From an optimization exercise on the open Yosys and OpenROAD flow, aimed at small area and a short achievable clock period; shortcuts taken in it are not production practice.
No functional check of the RTL was part of any run shown here.
Power and IR drop assume default switching activity.

==> flow/design.v, too long to show whole: its modules and the start of the top module <==
// module mag_fa: 10 lines
// module fft_mag_sq_frame: 704 lines
module fft_mag_sq_frame
#(
  parameter  int FFT_LEN = 64,
  localparam int IDX_W   = $clog2(FFT_LEN)
) (
  input  logic             aclk,
  input  logic             areset,
  input  logic [31:0]      slave_tdata,
  input  logic             slave_tvalid,
  output logic             slave_tready,
  output logic [31:0]      master_tdata,
  output logic             master_tvalid,
  input  logic             master_tready,
  output logic             master_tlast,
  output logic [IDX_W-1:0] peak_bin,
  output logic [31:0]      peak_mag,
  output logic             peak_valid
);
  // ...
==> flow/run.sh <==
#!/bin/bash
# synth_recipe.tcl (not shown) runs the flow's synth.tcl, then flattens the netlist and writes it again
# the make line also repeats each setting of config.mk as NAME=value (left out here)
make -C /OpenROAD-flow-scripts/flow DESIGN_CONFIG=/design/flow/config.mk WORK_HOME=/design/flow/orfs CLKGATE_MAP_FILE= SYNTH_SCRIPT=/design/flow/synth_recipe.tcl finish
==> flow/config.mk <==
export PLATFORM = sky130hd
export DESIGN_NAME = fft_mag_sq_frame
export DESIGN_NICKNAME = fft_mag_sq_frame
export VERILOG_FILES = /design/flow/design.v
export SDC_FILE = /design/flow/constraint.sdc
export NUM_CORES = 4
export LEC_CHECK = 0
export ABC_CLOCK_PERIOD_IN_PS = 3500
export CAP_MARGIN = 20
export CORE_MARGIN = 2
export CORE_UTILIZATION = 40
export SETUP_SLACK_MARGIN = 3.2
export SLEW_MARGIN = 20
export SYNTH_HIERARCHICAL = 1
export SYNTH_MINIMUM_KEEP_SIZE = 0
==> flow/constraint.sdc <==
create_clock -name core_clock -period 7.0 [get_ports {aclk}]
set_input_delay 1.4000 -clock core_clock [delete_from_list [all_inputs] [get_ports {aclk}]]
set_output_delay 1.4000 -clock core_clock [all_outputs]
set_load 0.01 [all_outputs]
==> notes.md, run 1 <==
NonClk Buf Share = 9.019%
M2 GR Usage = 29.52%
fin util = 48.17%
post-cts sizing count = 0
worst reg2reg setup slack = 3.25 ns
Period minus WS final = 3.746 ns
hold_sp = bin_cnt_r[4]$_SDFFE_PP0P_
top achievable clock speed = 267.0 MHz
critical path capture point type = flip-flop
synth-to-layout area growth = 18.68%
TAP cells = 518
CP max-delay cell = edfxtp_1
Die X-Extent = 202.0 um
synthesis-stage register bit count = 210
design area = 18,620 sq um
clock slew at reported path FFs = 0.06 ns
Critical Path Source = s1_im_r[0]$_DFFE_PP_
Final Hold Vio Count = 0
top-level port count = 110
Sink Count = 210
Power Density = 413.2 nW/um^2
post-route insts no fill = 2,019
Final #Nets = 1,782
Root Driver = clkbuf_16
Synth area leaders = edfxtp_1 38%, fa_1 23%, nand2_1 6.9%
Synth Area in Simple Gates = 11.42%
P_seq = 2.22 mW
pin count of the biggest net entering global routing = 67
endpoints failing setup = 0
M1 WL = 15.85 mm
worst skew pair latency = 0.53 ns
row count = 72
Fin Setup TNS = 0 ns
core area = 38,650 sq um
clock tree buffer depth = 3
status = timing/DRC/antenna clean
actual slew at the worst max-slew pin = 0.8529 ns
antenna violations before repair = 0
Antenna Cells = 0
==> run 2, diff against run 1 <==
==> flow/flow/run.sh (new file) <==
#!/bin/bash
set -euo pipefail
bash standard.sh "BUFFER_PORTS_ARGS=-buffer_cell sky130_fd_sc_hd__buf_1" finish > standard.log 2>&1
==> flow/standard.sh (new file) <==
#!/bin/bash
# synth_recipe.tcl (not shown) runs the flow's synth.tcl, then flattens the netlist and writes it again
# the make line also repeats each setting of config.mk as NAME=value (left out here)
make -C /OpenROAD-flow-scripts/flow DESIGN_CONFIG=/design/flow/config.mk WORK_HOME=/design/flow/orfs CLKGATE_MAP_FILE= SYNTH_SCRIPT=/design/flow/synth_recipe.tcl "${@:-finish}"
removed: flow/run.sh
==> notes.md, run 2 <==
vias in the first global route = 10,810 (about the same)
Synth Net Count = 1,647 (unchanged)
clock tree buffer depth = 3 (unchanged)
Avg WL per Cell = 18.30 um (was 17.91 um)
Warnings, synthesis = 7 (unchanged)
Pwr Total = 7.412 mW (was 7.692 mW)
critical-path cell list = nand2_1 > fa_1 > fa_1 > fa_1 > fa_1 > fa_1 (unchanged)
Vias = 10,660 (was 10,640)
most frequent cell after synthesis = nand2_1 (unchanged)
Pleak = 6.429 nW (was 6.818 nW)
critical path capture point type = flip-flop (unchanged)
final setup margin = 3.266 ns (was 3.254 ns)
Max VDD drop = 0.0002504 V (was 0.0002336 V)
Post-Synthesis Cells = 1,347 (unchanged)
Die X-Extent = 202.0 um (unchanged)
Period Utilization, post-route = 53.34% (was 53.51%)
most common cell after layout, fill and taps aside = nand2_1 (unchanged)
list of most frequent post-synthesis cells = 288 x nand2_1, 200 x edfxtp_1, 183 x fa_1, 111 x inv_1, 81 x ha_1 (unchanged)
Root Driver = clkbuf_16 (unchanged)
worst path required time = 7.26 ns (was 7.27 ns)
largest registers = peak_mag_r (32), run_max_r (32), s3_mag_r (32) (unchanged)
DRC violation count after routing = 0 (unchanged)
main flop type after synthesis = edfxtp_1 (unchanged)
Seq/Total Area, Yosys = 39.56% (unchanged)
Critical Path Source Type = flip-flop (unchanged)
# fillers = 3,552 (was 3,477)
maximum capacitance violations = 0 (unchanged)
endpoints failing setup = 0 (unchanged)
post-synthesis area per instance = 11.65 sq um (unchanged)
global placement routability congestion = 0.8732 (was 0.8765)
Buffers on Ports = 109 (unchanged)
initial DRC count = 626 (was 674)
crit-path most repeated cell = fa_1 (unchanged)
Final #Nets = 1,776 (was 1,782)
Total GRT Usage = 18.31% (was 18.03%)
mapped cell area = 15,690 sq um (unchanged)
slew margin rel. = 37.30% (was 43.02%)
Yosys top cell area share = 38.29% (unchanged)
Final Hold Vio Count = 0 (unchanged)
most frequent cells in the layout = 288 x nand2_1, 200 x edfxtp_1, 183 x fa_1 (unchanged)
actual slew at the worst max-slew pin = 0.9384 ns (was 0.8529 ns)
CP Class = reg -> reg (unchanged)
dpl ws = 2.986 ns (was 2.998 ns)
Post-synth EDFFs = 200 (unchanged)
skew final = 0.01454 ns (was 0.009566 ns)
RSZ-0062 raised after global routing = true (was false)
pin count of the biggest net entering global routing = 66 (was 67)
Post-Route WL = 36.80 mm (was 36.17 mm)
GRT overflow = 0 (unchanged)
first-pass GRT wire length = 59.07 mm (was 58.32 mm)
Synth area leader = edfxtp_1 (unchanged)
synth-to-layout area growth = 13.26% (was 18.68%)
post-DP HPWL = 27.54 mm (was 26.64 mm)
Antenna Cells = 0 (unchanged)
synthesis-stage register bit count = 210 (unchanged)
clock slew at reported path FFs = 0.06 ns (about the same)
Hold/Removal Path Class = reg -> reg (unchanged)
top achievable clock speed = 267.8 MHz (was 267.0 MHz)
row count = 72 (unchanged)
CTS buffer count = 25 (unchanged)
CTS tree = done (unchanged)
H-tree depth = 1 (unchanged)
Synth area leaders = edfxtp_1 38%, fa_1 23%, nand2_1 6.9% (unchanged)
worst skew pair latency = 0.53 ns (about the same)
ANT nets after route = 0 (unchanged)
critical path's largest stage delay = 0.80 ns (was 0.78 ns)
die height = 202.0 um (unchanged)
fin. max-slew vios = 0 (unchanged)
core area = 38,650 sq um (unchanged)
top-level port count = 110 (unchanged)
Pre-Repair DR Iteration Count = 5 (was 6)
Crit path buffers/inverters = 0 (unchanged)
Period minus WS final = 3.734 ns (was 3.746 ns)
CP top delay family = adder cells (unchanged)
Fin Setup TNS = 0 ns (unchanged)
CP max-delay cell = edfxtp_1 (unchanged)
Netlist cell types = 64 (unchanged)
Power Density = 417.2 nW/um^2 (was 413.2 nW/um^2)
status = timing/DRC/antenna clean (unchanged)
Sink Count = 210 (unchanged)
fraction of registers with async set/reset = 0% (unchanged)
layout cells sized above 1 = 9.176% (was 9.460%)
Die Area = 40,820 sq um (unchanged)
Hold Buf Count CTS = 0 (unchanged)
Max FO, Critical Path = 15 (was 14)
routed vias/inst = 5.298 (was 5.268)
Initial Util = 40.59% (unchanged)
antenna violations before repair = 0 (unchanged)
Worst Path Arrival = 3.99 ns (was 4.02 ns)
run 2: power by group:
part | leakage [nW] | switching [mW] | total, mW | internal [mW]
registers | 1.96 | 0.232 | 2.23 | 2.00
logic | 4.10 | 2.30 | 3.99 | 1.69
clock network | 0.365 | 0.503 | 1.19 | 0.686
total | 6.43 | 3.04 | 7.41 | 4.37
run 2: cell families after synthesis:
group / after synthesis / synth area share, %
flip-flops: 210 / 39.56
multiplexers: 9 / 0.5743
AND/OR/NAND/NOR: 418 / 11.42
AO/OA/AOI/OAI: 215 / 11.20
buffers and inverters: 179 / 4.523
XOR/XNOR: 52 / 2.903
adder cells (fa/ha/maj): 264 / 29.82
run 2: timing repair:
item,in CTS,in global routing
pin swaps,0,1
endpoints found under the hold margin,0,0
setup endpoints to repair,46,47
gates resized for setup,1,1
setup buffers,29,23
run 2: worst reg2reg max path: cells and delay by family (launching register included):
kind | cells | cell delay [ns]
adders and majority gates | 5 | 2.50
and+or+nand+nor | 1 | 0.17
DFF | 1 | 0.80
run 2: layout make-up:
cell class | count | area, sq um | share of cell area, %
multi-input combinational | 958 | 8805 | 49.56
sequential | 210 | 6206 | 34.93
timing repair buffer | 170 | 945.9 | 5.324
tap | 518 | 648.1 | 3.648
clock buffer | 28 | 636.9 | 3.585
inverter | 111 | 416.7 | 2.345
clock inverter | 16 | 107.6 | 0.6057
run 2: worst paths after layout:
check / startpoint / endpoint / slack, ns / cells after the start
max: s1_im_r[6]$_DFFE_PP_ / s2_row0_r[17]$_DFFE_PP_ / 3.27 / 6
min: s2_valid_r$_SDFFE_PP0P_ / s2_valid_r$_SDFFE_PP0P_ / 0.51 / 2
max reg2reg: s1_im_r[6]$_DFFE_PP_ / s2_row0_r[17]$_DFFE_PP_ / 3.27 / 6
min reg2reg: s2_valid_r$_SDFFE_PP0P_ / s2_valid_r$_SDFFE_PP0P_ / 0.51 / 2
run 2: per-module statistics from Yosys (local to each module, per instance):
module            flip-flops and latches  area (sq um)  cells
fft_mag_sq_frame                     210         12040   1165
mag_fa                                 0         20.02      1
run 2: routing by layer:
layer / up-vias / track usage (%) / part of all wire, % / wire (um)
met5: - / 0 / 0 / 0
met4: 0 / 4.753 / 2.5 / 911
met3: 72 / 3.064 / 6.3 / 2331
met2: 342 / 29.49 / 46 / 17030
met1: 5279 / 25.81 / 45 / 16530
li1: 4962 / - / - / -
run 2: through the flow:
stage	cell area, sq um	std cells	util (%)	hold WS [ns]
2_1_floorplan	15700	1347	-	0.4534
3_3_place_gp	16550	1915	42.81	0.4727
3_5_place_dp	16550	1915	42.81	0.4981
4_1_cts	17510	1988	45.31	0.5126
5_1_grt	17770	2011	45.97	0.5295
6_report	17770	2011	45.97	0.5106
==> run 3, diff against run 2 <==
--- a/flow/config.mk
+++ b/flow/config.mk
@@ -6,9 +6,9 @@
 export NUM_CORES = 4
 export LEC_CHECK = 0
-export ABC_CLOCK_PERIOD_IN_PS = 3500
+export ABC_CLOCK_PERIOD_IN_PS = 3300
 export CAP_MARGIN = 20
 export CORE_MARGIN = 2
 export CORE_UTILIZATION = 40
-export SETUP_SLACK_MARGIN = 3.2
+export SETUP_SLACK_MARGIN = 3.6
 export SLEW_MARGIN = 20
 export SYNTH_HIERARCHICAL = 1
==> notes.md, run 3 <==
Netlist cell types = 64 (unchanged)
main flop type after synthesis = edfxtp_1 (unchanged)
Max FO, Critical Path = 3 (was 15)
mapped cell area = 15,690 sq um (unchanged)
Avg WL per Cell = 18.70 um (was 18.30 um)
vias in the first global route = 11,170 (was 10,810)
DRC violation count after routing = 0 (unchanged)
clock tree buffer depth = 3 (unchanged)
fraction of registers with async set/reset = 0% (unchanged)
post-DP HPWL = 27.70 mm (was 27.54 mm)
Buffers on Ports = 109 (unchanged)
area of the multi-input gates = 8972 sq um (was 8805 sq um)
clock slew at reported path FFs = 0.06 ns (about the same)
list of most frequent post-synthesis cells = 288 x nand2_1, 200 x edfxtp_1, 183 x fa_1, 111 x inv_1, 81 x ha_1 (unchanged)
Yosys top cell area share = 38.29% (unchanged)
die height = 202.0 um (unchanged)
Pleak = 6.738 nW (was 6.429 nW)
pin count of the biggest net entering global routing = 66 (unchanged)
first-pass GRT wire length = 61.20 mm (was 59.07 mm)
row count = 72 (unchanged)
Post-Route WL = 38.48 mm (was 36.80 mm)
skew final = 0.008700 ns (was 0.01454 ns)
RSZ-0062 raised after global routing = true (unchanged)
layout cells sized above 1 = 15.26% (was 9.176%)
Pre-Repair DR Iteration Count = 5 (unchanged)
Post-Synthesis Cells = 1,347 (unchanged)
FF-to-FF path depth = 7 (was 6)
WHS Path Cells = 2 (unchanged)
Seq/Total Area, Yosys = 39.56% (unchanged)
synthesis-stage register bit count = 210 (unchanged)
Final Hold Vio Count = 0 (unchanged)
synth-to-layout area growth = 17.97% (was 13.26%)
Die X-Extent = 202.0 um (unchanged)
final setup margin = 3.391 ns (was 3.266 ns)
post-synthesis area per instance = 11.65 sq um (unchanged)
global placement routability congestion = 0.8777 (was 0.8732)
initial DRC count = 586 (was 626)
Period Utilization, post-route = 51.55% (was 53.34%)
top-level port count = 110 (unchanged)
CTS tree = done (unchanged)
Pwr Total = 7.655 mW (was 7.412 mW)
Sink Count = 210 (unchanged)
sequential cell area = 6206 sq um (unchanged)
Critical Path Source Type = flip-flop (unchanged)
status = timing/DRC/antenna clean (unchanged)
critical path's largest stage delay = 0.54 ns (was 0.80 ns)
CTS buffer count = 26 (was 25)
fin. max-slew vios = 0 (unchanged)
slew margin rel. = 42.40% (was 37.30%)
critical-path cell list = nand2_1 > fa_1 > fa_2 > fa_1 > fa_1 > fa_1 > fa_2 (was nand2_1 > fa_1 > fa_1 > fa_1 > fa_1 > fa_1)
Synth area leaders = edfxtp_1 38%, fa_1 23%, nand2_1 6.9% (unchanged)
most frequent cell after synthesis = nand2_1 (unchanged)
Antenna Cells = 0 (unchanged)
antenna violations before repair = 0 (unchanged)
top achievable clock speed = 277.1 MHz (was 267.8 MHz)
worst skew pair latency = 0.55 ns (was 0.53 ns)
critical path capture point type = flip-flop (unchanged)
Warnings, synthesis = 7 (unchanged)
Post-synth EDFFs = 200 (unchanged)
crit-path most repeated cell = fa_1 (unchanged)
Power Density = 413.7 nW/um^2 (was 417.2 nW/um^2)
CP Class = reg -> reg (unchanged)
Max VDD drop = 0.0001893 V (was 0.0002504 V)
CP max-delay cell = fa_1 (was edfxtp_1)
# fillers = 3,539 (was 3,552)
most common cell after layout, fill and taps aside = nand2_1 (unchanged)
worst path required time = 7.29 ns (was 7.26 ns)
Period minus WS final = 3.609 ns (was 3.734 ns)
GRT overflow = 0 (unchanged)
Root Driver = clkbuf_16 (unchanged)
maximum capacitance violations = 0 (unchanged)
largest registers = peak_mag_r (32), run_max_r (32), s3_mag_r (32) (unchanged)
actual slew at the worst max-slew pin = 0.8621 ns (was 0.9384 ns)
Vias = 10,860 (was 10,660)
routed vias/inst = 5.278 (was 5.298)
Fin Setup TNS = 0 ns (unchanged)
endpoints failing setup = 0 (unchanged)
Total GRT Usage = 19.01% (was 18.31%)
ANT nets after route = 0 (unchanged)
Die Area = 40,820 sq um (unchanged)
dpl ws = 3.053 ns (was 2.986 ns)
most frequent cells in the layout = 277 x nand2_1, 200 x edfxtp_1, 150 x fa_1 (was 288 x nand2_1, 200 x edfxtp_1, 183 x fa_1)
core area = 38,650 sq um (unchanged)
Hold Buf Count CTS = 0 (unchanged)
Synth Net Count = 1,647 (unchanged)
Initial Util = 40.59% (unchanged)
Synth area leader = edfxtp_1 (unchanged)
Final #Nets = 1,820 (was 1,776)
WHS = 0.4914 ns (was 0.5106 ns)
H-tree depth = 1 (unchanged)
Hold/Removal Path Class = reg -> reg (unchanged)
Worst Path Arrival = 3.89 ns (was 3.99 ns)
run 3: cell type report:
class / count / share of cell area [%]
multi-input cells: 959 / 48.49
flip-flops and latches: 210 / 33.54
repair buffers: 212 / 7.749
clock buffers: 29 / 3.577
well taps: 518 / 3.502
inverters: 111 / 2.272
clock inverters: 19 / 0.8790
run 3: what timing repair did:
item / 4_1_cts / 5_1_grt
pin swaps: 19 / 11
gates resized for setup: 48 / 24
setup endpoints to repair: 101 / 94
setup buffers: 86 / 6
hold endpoints to repair: 0 / 0
cloned: 0 / 1
run 3: metrics by stage:
step / std cells / utilization [%] / area, sq um
global route: 2058 / 47.88 / 18510
global placement: 1917 / 42.92 / 16590
detailed placement: 1917 / 42.92 / 16590
floorplan: 1347 / - / 15810
finish: 2058 / 47.88 / 18510
CTS: 2051 / 47.55 / 18380
run 3: path summary, 6_finish.rpt:
kind / from / endpoint / slack (ns)
setup / recovery: s1_re_r[0]$_DFFE_PP_ / s2_row0_r[17]$_DFFE_PP_ / 3.39
hold reg to reg: s2_valid_r$_SDFFE_PP0P_ / s3_valid_r$_SDFFE_PP0P_ / 0.49
setup reg to reg: s1_re_r[0]$_DFFE_PP_ / s2_row0_r[17]$_DFFE_PP_ / 3.39
hold / removal: s2_valid_r$_SDFFE_PP0P_ / s3_valid_r$_SDFFE_PP0P_ / 0.49
run 3: cell families (layout without fill, tap and decap cells):
kind of cell / Yosys count / count (layout) / share of synthesized area, %
xor gates and xnor gates: 52 / 52 / 2.903
AOI/OAI and AO/OA: 215 / 216 / 11.20
buffers and inverters: 179 / 371 / 4.523
and+or+nand+nor: 418 / 418 / 11.42
DFF: 210 / 210 / 39.56
adders and majority gates: 264 / 264 / 29.82
muxes: 9 / 9 / 0.5743
run 3: per-layer routing:
metal | up-vias | track usage [%] | wire, um | share of wire [%]
met4 | 0 | 5.278 | 1052 | 2.7
li1 | 5067 | - | - | -
met5 | - | 0 | 0 | 0
met1 | 5379 | 26.11 | 17190 | 45
met2 | 347 | 31.20 | 17990 | 47
met3 | 69 | 3.257 | 2246 | 5.8
run 3: power by group:
part / internal, mW / total, mW / switching, mW / leakage (nW)
registers: 2.00 / 2.21 / 0.213 / 1.96
logic: 1.79 / 4.15 / 2.36 / 4.37
clock network: 0.757 / 1.30 / 0.538 / 0.404
run 3: worst max-delay path: cells and delay by family (launching register included):
family	cells	cell delay [ns]
flip-flops	1	0.46
adder cells (fa/ha/maj)	6	2.76
AND/OR/NAND/NOR	1	0.12
run 3: per-module statistics from Yosys, one instance, submodules excluded:
module	times used	cell area [sq um]
fft_mag_sq_frame	1	12040
mag_fa	182	20.02

[separate check: timing with driven ports]
In the flow no input, the clock included, has a driving cell. The finished layouts below were timed again as built, in two steps. Step 1: set_driving_cell puts a clkbuf_16 on aclk and a buf_2 on each other input, an assumption about the parent block. Step 2 moves the port delays by t, midway between the first and last clock arrival at a register: inputs arrive t later, outputs are due t later. That takes back most of the time a late clock gives input paths. Three values: no drivers, after step 1, after step 2; two values: the first two.
run	t, ns	setup WS [ns]	worst data-port slew with drivers (ns)	pins driven straight from the clock port
run 1	0.587	3.254 / 3.254 / 3.248	0.05	1
run 2	0.577	3.266 / 3.266 / 3.266	0.05	1
run 3	0.595	3.391 / 3.391 / 3.391	0.05	1
After both steps setup and hold are still met in every run listed. The setup slack of run 1, which loses most, moves by 0.000 ns with the drivers and by -0.006 ns with both steps.
